This is an optimization exercise on Yosys and OpenROAD, whose aim is small area, a short achievable clock period and few clock cycles per item, not a production implementation.

==> build 47: inputs <==
==> flow/design.v (excerpt) <==
module nn_mac_array #(
    parameter int LANES  = 4,
    parameter int DWIDTH = 16,
    parameter int FRAC   = 8,
    parameter int AWIDTH = 40,
    parameter int CWIDTH = 16
) (
    input  logic                    clk,
    input  logic                    rst_n,
    input  logic                    s_valid,
    output logic                    s_ready,
    input  logic                    s_last,
    input  logic [DWIDTH-1:0]       s_x,
    input  logic [LANES*DWIDTH-1:0] s_w,
    input  logic [LANES*DWIDTH-1:0] s_bias,
    input  logic                    relu_en,
    output logic                    m_valid,
    input  logic                    m_ready,
    output logic [LANES*DWIDTH-1:0] m_data,
    output logic [LANES-1:0]        m_ovf,
    output logic [CWIDTH-1:0]       m_count,
    output logic                    busy
);
==> module nn_mac_array, before the edit <==
module nn_mac_array #(
    parameter int LANES  = 4,
    parameter int DWIDTH = 16,
    parameter int FRAC   = 8,
    parameter int AWIDTH = 40,
    parameter int CWIDTH = 16
) (
    input  logic                    clk,
    input  logic                    rst_n,
    input  logic                    s_valid,
    output logic                    s_ready,
    input  logic                    s_last,
    input  logic [DWIDTH-1:0]       s_x,
    input  logic [LANES*DWIDTH-1:0] s_w,
    input  logic [LANES*DWIDTH-1:0] s_bias,
    input  logic                    relu_en,
    output logic                    m_valid,
    input  logic                    m_ready,
    output logic [LANES*DWIDTH-1:0] m_data,
    output logic [LANES-1:0]        m_ovf,
    output logic [CWIDTH-1:0]       m_count,
    output logic                    busy
);
    localparam logic [AWIDTH-1:0] M0 = 40'h7fffffff;
    localparam logic [AWIDTH-1:0] M1 = 40'h7ffffffd;
    localparam logic [AWIDTH-1:0] K0 = 40'hff80000000;
    localparam logic [AWIDTH-1:0] K1 = 40'h0;
    localparam logic [AWIDTH-1:0] RND = AWIDTH'(1) << (FRAC-1);
    logic s_hs;
    assign s_hs = s_valid & s_ready;
    assign busy = ~s_ready;
    logic [7:0]              enc_one, enc_two, enc_neg;
    logic [7:0]              x_one, x_two, x_neg;
    logic [LANES*DWIDTH-1:0] w0;
    logic [DWIDTH:0]         b0 [LANES];
    logic                    v0, l0, relu0;
    always_comb begin
        for (int j = 0; j < 8; j++) begin
            logic lo, mid, hi;
            lo  = (j == 0) ? 1'b0 : s_x[2*j-1];
            mid = s_x[2*j];
            hi  = s_x[2*j+1];
            enc_one[j] = mid ^ lo;
            enc_two[j] = (hi & ~mid & ~lo) | (~hi & mid & lo);
            enc_neg[j] = hi;
        end
    end
    always_ff @(posedge clk) begin
        x_one <= enc_one;
        x_two <= enc_two;
        x_neg <= enc_neg;
        w0    <= s_w;
        for (int i = 0; i < LANES; i++) begin
            logic [DWIDTH-1:0] bg;
            bg    = s_last ? s_bias[i*DWIDTH +: DWIDTH] : '0;
            b0[i] <= {bg[DWIDTH-1], bg} + ((DWIDTH+1)'(s_x[DWIDTH-1]) << (14 - FRAC));
        end
        l0    <= s_last;
        relu0 <= relu_en;
    end
    logic                v1, l1, relu1;
    logic [AWIDTH-1:0]   t0_q [LANES];
    logic [AWIDTH-1:0]   t1_q [LANES];
    for (genvar i = 0; i < LANES; i++) begin : g_tree
        logic [AWIDTH-1:0] t0, t1;
        nn_mac_lane_tree u_tree (
            .one (x_one),
            .two (x_two),
            .neg (x_neg),
            .w   (w0[i*DWIDTH +: DWIDTH]),
            .b   (b0[i]),
            .r0  (t0),
            .r1  (t1)
        );
        always_ff @(posedge clk) begin
            t0_q[i] <= t0;
            t1_q[i] <= t1;
        end
    end
    always_ff @(posedge clk) begin
        l1    <= l0;
        relu1 <= relu0;
    end
    logic                a_open, a_fin, a_relu;
    logic [CWIDTH-1:0]   a_cnt;
    logic [AWIDTH-1:0]   acc_q [LANES];
    logic                out_free, a_move, a_fin_d, m_valid_d;
    assign out_free  = ~m_valid | m_ready;
    assign a_move    = a_fin & out_free;
    assign a_fin_d   = (v1 & l1) | (a_fin & ~a_move);
    assign m_valid_d = a_move | (m_valid & ~m_ready);
    always_ff @(posedge clk) begin
        if (v1) begin
            a_relu <= relu1;
            a_cnt  <= a_open ? (a_cnt + {{(CWIDTH-1){1'b0}}, ~&a_cnt}) : CWIDTH'(1);
            for (int i = 0; i < LANES; i++) begin
                logic [AWIDTH-1:0] base, y0, y1, p, q;
                base = a_open ? acc_q[i] : RND;
                y0   = (t0_q[i] & M0) | K0;
                y1   = (t1_q[i] & M1) | K1;
                p    = base ^ y0 ^ y1;
                q    = ((base & y0) | (base & y1) | (y0 & y1)) << 1;
                acc_q[i] <= p + q;
            end
        end
    end
    always_ff @(posedge clk) begin
        if (a_move) begin
            m_count <= a_cnt;
            for (int i = 0; i < LANES; i++) begin
                logic [AWIDTH-1:0] s;
                logic hi, lo;
                logic [DWIDTH-1:0] r;
                s  = acc_q[i];
                hi = ~s[AWIDTH-1] & |s[AWIDTH-2:FRAC+DWIDTH-1];
                lo =  s[AWIDTH-1] & ~&s[AWIDTH-2:FRAC+DWIDTH-1];
                r  = hi ? {1'b0, {(DWIDTH-1){1'b1}}} :
                     lo ? {1'b1, {(DWIDTH-1){1'b0}}} : s[FRAC +: DWIDTH];
                if (a_relu && r[DWIDTH-1]) r = '0;
                m_data[i*DWIDTH +: DWIDTH] <= r;
                m_ovf[i] <= hi | lo;
            end
        end
    end
    logic [2:0] closed_d;
    assign closed_d = {2'b0, s_hs & s_last} + {2'b0, v0 & l0} + {2'b0, a_fin_d} + {2'b0, m_valid_d};
    always_ff @(posedge clk or negedge rst_n) begin
        if (!rst_n) begin
            s_ready <= 1'b0;
            v0      <= 1'b0;
            v1      <= 1'b0;
            a_open  <= 1'b0;
            a_fin   <= 1'b0;
            m_valid <= 1'b0;
        end else begin
            s_ready <= (closed_d <= 3'd1);
            v0      <= s_hs;
            v1      <= v0;
            if (v1) a_open <= ~l1;
            a_fin   <= a_fin_d;
            m_valid <= m_valid_d;
        end
    end
endmodule
Settings: LEC_CHECK=0, CAP_MARGIN=20, CORE_MARGIN=2, CORE_UTILIZATION=40, SLEW_MARGIN=20; clock period 8.0 ns.
run.sh (not shown) runs the stock make flow with config.mk's settings and CLKGATE_MAP_FILE= SYNTH_SCRIPT=/design/flow/synth_recipe.tcl, a recipe that flattens the netlist after the stock synthesis.
==> inputs of build 15, as changes to build 47 <==
--- a/flow/config.mk
+++ b/flow/config.mk
@@ -8,4 +8,5 @@
 export CAP_MARGIN = 20
 export CORE_MARGIN = 2
 export CORE_UTILIZATION = 40
+export SETUP_SLACK_MARGIN = 5
 export SLEW_MARGIN = 20
==> inputs of build 35, as changes to build 47 <==
--- a/flow/design.v
+++ b/flow/design.v
@@ -40,9 +40,9 @@
             lo  = (j == 0) ? 1'b0 : s_x[2*j-1];
             mid = s_x[2*j];
             hi  = s_x[2*j+1];
-            enc_one[j] = mid ^ lo;
-            enc_two[j] = (hi & ~mid & ~lo) | (~hi & mid & lo);
-            enc_neg[j] = hi;
+            enc_one[j] = s_hs & (mid ^ lo);
+            enc_two[j] = s_hs & ((hi & ~mid & ~lo) | (~hi & mid & lo));
+            enc_neg[j] = s_hs & hi;
         end
     end
     always_ff @(posedge clk) begin
@@ -52,8 +52,8 @@
         w0    <= s_w;
         for (int i = 0; i < LANES; i++) begin
             logic [DWIDTH-1:0] bg;
-            bg    = s_last ? s_bias[i*DWIDTH +: DWIDTH] : '0;
-            b0[i] <= {bg[DWIDTH-1], bg} + ((DWIDTH+1)'(s_x[DWIDTH-1]) << (14 - FRAC));
+            bg    = (s_hs & s_last) ? s_bias[i*DWIDTH +: DWIDTH] : '0;
+            b0[i] <= {bg[DWIDTH-1], bg} + ((DWIDTH+1)'(enc_neg[7]) << (14 - FRAC));
         end
         l0    <= s_last;
         relu0 <= relu_en;
@@ -81,63 +81,68 @@
         l1    <= l0;
         relu1 <= relu0;
     end
-    logic                a_open, a_fin, a_relu;
+    logic                a_fin, a_init, a_relu;
     logic [CWIDTH-1:0]   a_cnt;
     logic [AWIDTH-1:0]   acc_q [LANES];
-    logic                out_free, a_move, a_fin_d, m_valid_d;
-    assign out_free  = ~m_valid | m_ready;
-    assign a_move    = a_fin & out_free;
-    assign a_fin_d   = (v1 & l1) | (a_fin & ~a_move);
-    assign m_valid_d = a_move | (m_valid & ~m_ready);
-    always_ff @(posedge clk) begin
-        if (v1) begin
-            a_relu <= relu1;
-            a_cnt  <= a_open ? (a_cnt + {{(CWIDTH-1){1'b0}}, ~&a_cnt}) : CWIDTH'(1);
-            for (int i = 0; i < LANES; i++) begin
-                logic [AWIDTH-1:0] base, y0, y1, p, q;
-                base = a_open ? acc_q[i] : RND;
-                y0   = (t0_q[i] & M0) | K0;
-                y1   = (t1_q[i] & M1) | K1;
-                p    = base ^ y0 ^ y1;
-                q    = ((base & y0) | (base & y1) | (y0 & y1)) << 1;
-                acc_q[i] <= p + q;
-            end
+    logic                fin, out_free, done, relu_f;
+    logic [CWIDTH-1:0]   cnt_f;
+    logic [AWIDTH-1:0]   sum [LANES];
+    assign fin      = (v1 & l1) | a_fin;         
+    assign out_free = ~m_valid | m_ready;
+    assign done     = fin & out_free;             
+    assign relu_f   = v1 ? relu1 : a_relu;
+    assign cnt_f    = v1 ? (a_cnt + {{(CWIDTH-1){1'b0}}, ~&a_cnt}) : a_cnt;
+    always_comb begin
+        for (int i = 0; i < LANES; i++) begin
+            logic [AWIDTH-1:0] y0, y1, p, q;
+            y0     = (t0_q[i] & M0) | K0;
+            y1     = (t1_q[i] & M1) | K1;
+            p      = acc_q[i] ^ y0 ^ y1;
+            q      = ((acc_q[i] & y0) | (acc_q[i] & y1) | (y0 & y1)) << 1;
+            sum[i] = p + q;
         end
     end
     always_ff @(posedge clk) begin
-        if (a_move) begin
-            m_count <= a_cnt;
+        a_relu <= relu_f;
+        a_cnt  <= (done | a_init) ? '0 : cnt_f;
+        for (int i = 0; i < LANES; i++)
+            acc_q[i] <= (done | a_init) ? RND : sum[i];
+    end
+    always_ff @(posedge clk) begin
+        if (done) begin
+            m_count <= cnt_f;
             for (int i = 0; i < LANES; i++) begin
-                logic [AWIDTH-1:0] s;
                 logic hi, lo;
                 logic [DWIDTH-1:0] r;
-                s  = acc_q[i];
-                hi = ~s[AWIDTH-1] & |s[AWIDTH-2:FRAC+DWIDTH-1];
-                lo =  s[AWIDTH-1] & ~&s[AWIDTH-2:FRAC+DWIDTH-1];
+                hi = ~sum[i][AWIDTH-1] & |sum[i][AWIDTH-2:FRAC+DWIDTH-1];
+                lo =  sum[i][AWIDTH-1] & ~&sum[i][AWIDTH-2:FRAC+DWIDTH-1];
                 r  = hi ? {1'b0, {(DWIDTH-1){1'b1}}} :
-                     lo ? {1'b1, {(DWIDTH-1){1'b0}}} : s[FRAC +: DWIDTH];
-                if (a_relu && r[DWIDTH-1]) r = '0;
+                     lo ? {1'b1, {(DWIDTH-1){1'b0}}} : sum[i][FRAC +: DWIDTH];
+                if (relu_f && r[DWIDTH-1]) r = '0;
                 m_data[i*DWIDTH +: DWIDTH] <= r;
                 m_ovf[i] <= hi | lo;
             end
         end
     end
+    logic       a_fin_d, m_valid_d;
     logic [2:0] closed_d;
-    assign closed_d = {2'b0, s_hs & s_last} + {2'b0, v0 & l0} + {2'b0, a_fin_d} + {2'b0, m_valid_d};
+    assign a_fin_d   = fin & ~out_free;
+    assign m_valid_d = done | (m_valid & ~m_ready);
+    assign closed_d  = {2'b0, s_hs & s_last} + {2'b0, v0 & l0} + {2'b0, a_fin_d} + {2'b0, m_valid_d};
     always_ff @(posedge clk or negedge rst_n) begin
         if (!rst_n) begin
             s_ready <= 1'b0;
             v0      <= 1'b0;
             v1      <= 1'b0;
-            a_open  <= 1'b0;
             a_fin   <= 1'b0;
+            a_init  <= 1'b1;
             m_valid <= 1'b0;
         end else begin
             s_ready <= (closed_d <= 3'd1);
             v0      <= s_hs;
             v1      <= v0;
-            if (v1) a_open <= ~l1;
             a_fin   <= a_fin_d;
+            a_init  <= 1'b0;
             m_valid <= m_valid_d;
         end
     end
==> summary of the runs <==
Sequential cell count is the same in build 47 and build 35.
Of build 15 and build 47, build 15 has the higher final cell count (gap 6.7%, measured against build 47).
Worst setup slack, lowest first: build 47, build 35, build 15.
Of build 35 and build 15, build 15 has the higher die area (gap about 2.4%, measured against build 15).
Of build 35 and build 47, build 47 has the higher sequential share of layout area (gap 2.4 points).
Function was not checked in any run of this note: the RTL went through the layout flow alone.

static timing again, ports no longer ideal:
The flow's constraints put no driver on any port. The routed layouts listed below were extracted and timed again, unchanged, in two steps.
Step 1: set_driving_cell puts a clkbuf_16 on clk and a buf_2 on each other input, an assumption about the parent block.
Step 2 moves the port delays by t, midway between the first and last clock arrival at a register: inputs arrive t later, outputs are due t later. That takes back most of the time a late clock gives input paths.
Three values: ideal ports, drivers, drivers and shift; two values: the first two.
run | t, ns | setup WS [ns] | latest minus earliest clock arrival (ns)
build 47 | 0.739 | 2.829 / 2.829 / 2.829 | 0.042 / 0.042
build 15 | 0.774 | 3.976 / 3.976 / 3.976 | 0.050 / 0.050
build 35 | 0.771 | 2.943 / 2.943 / 2.857 | 0.040 / 0.040
After both steps setup and hold are still met in every run listed. The setup slack of build 35, which loses most, moves by 0.000 ns with the drivers and by -0.086 ns with both steps.
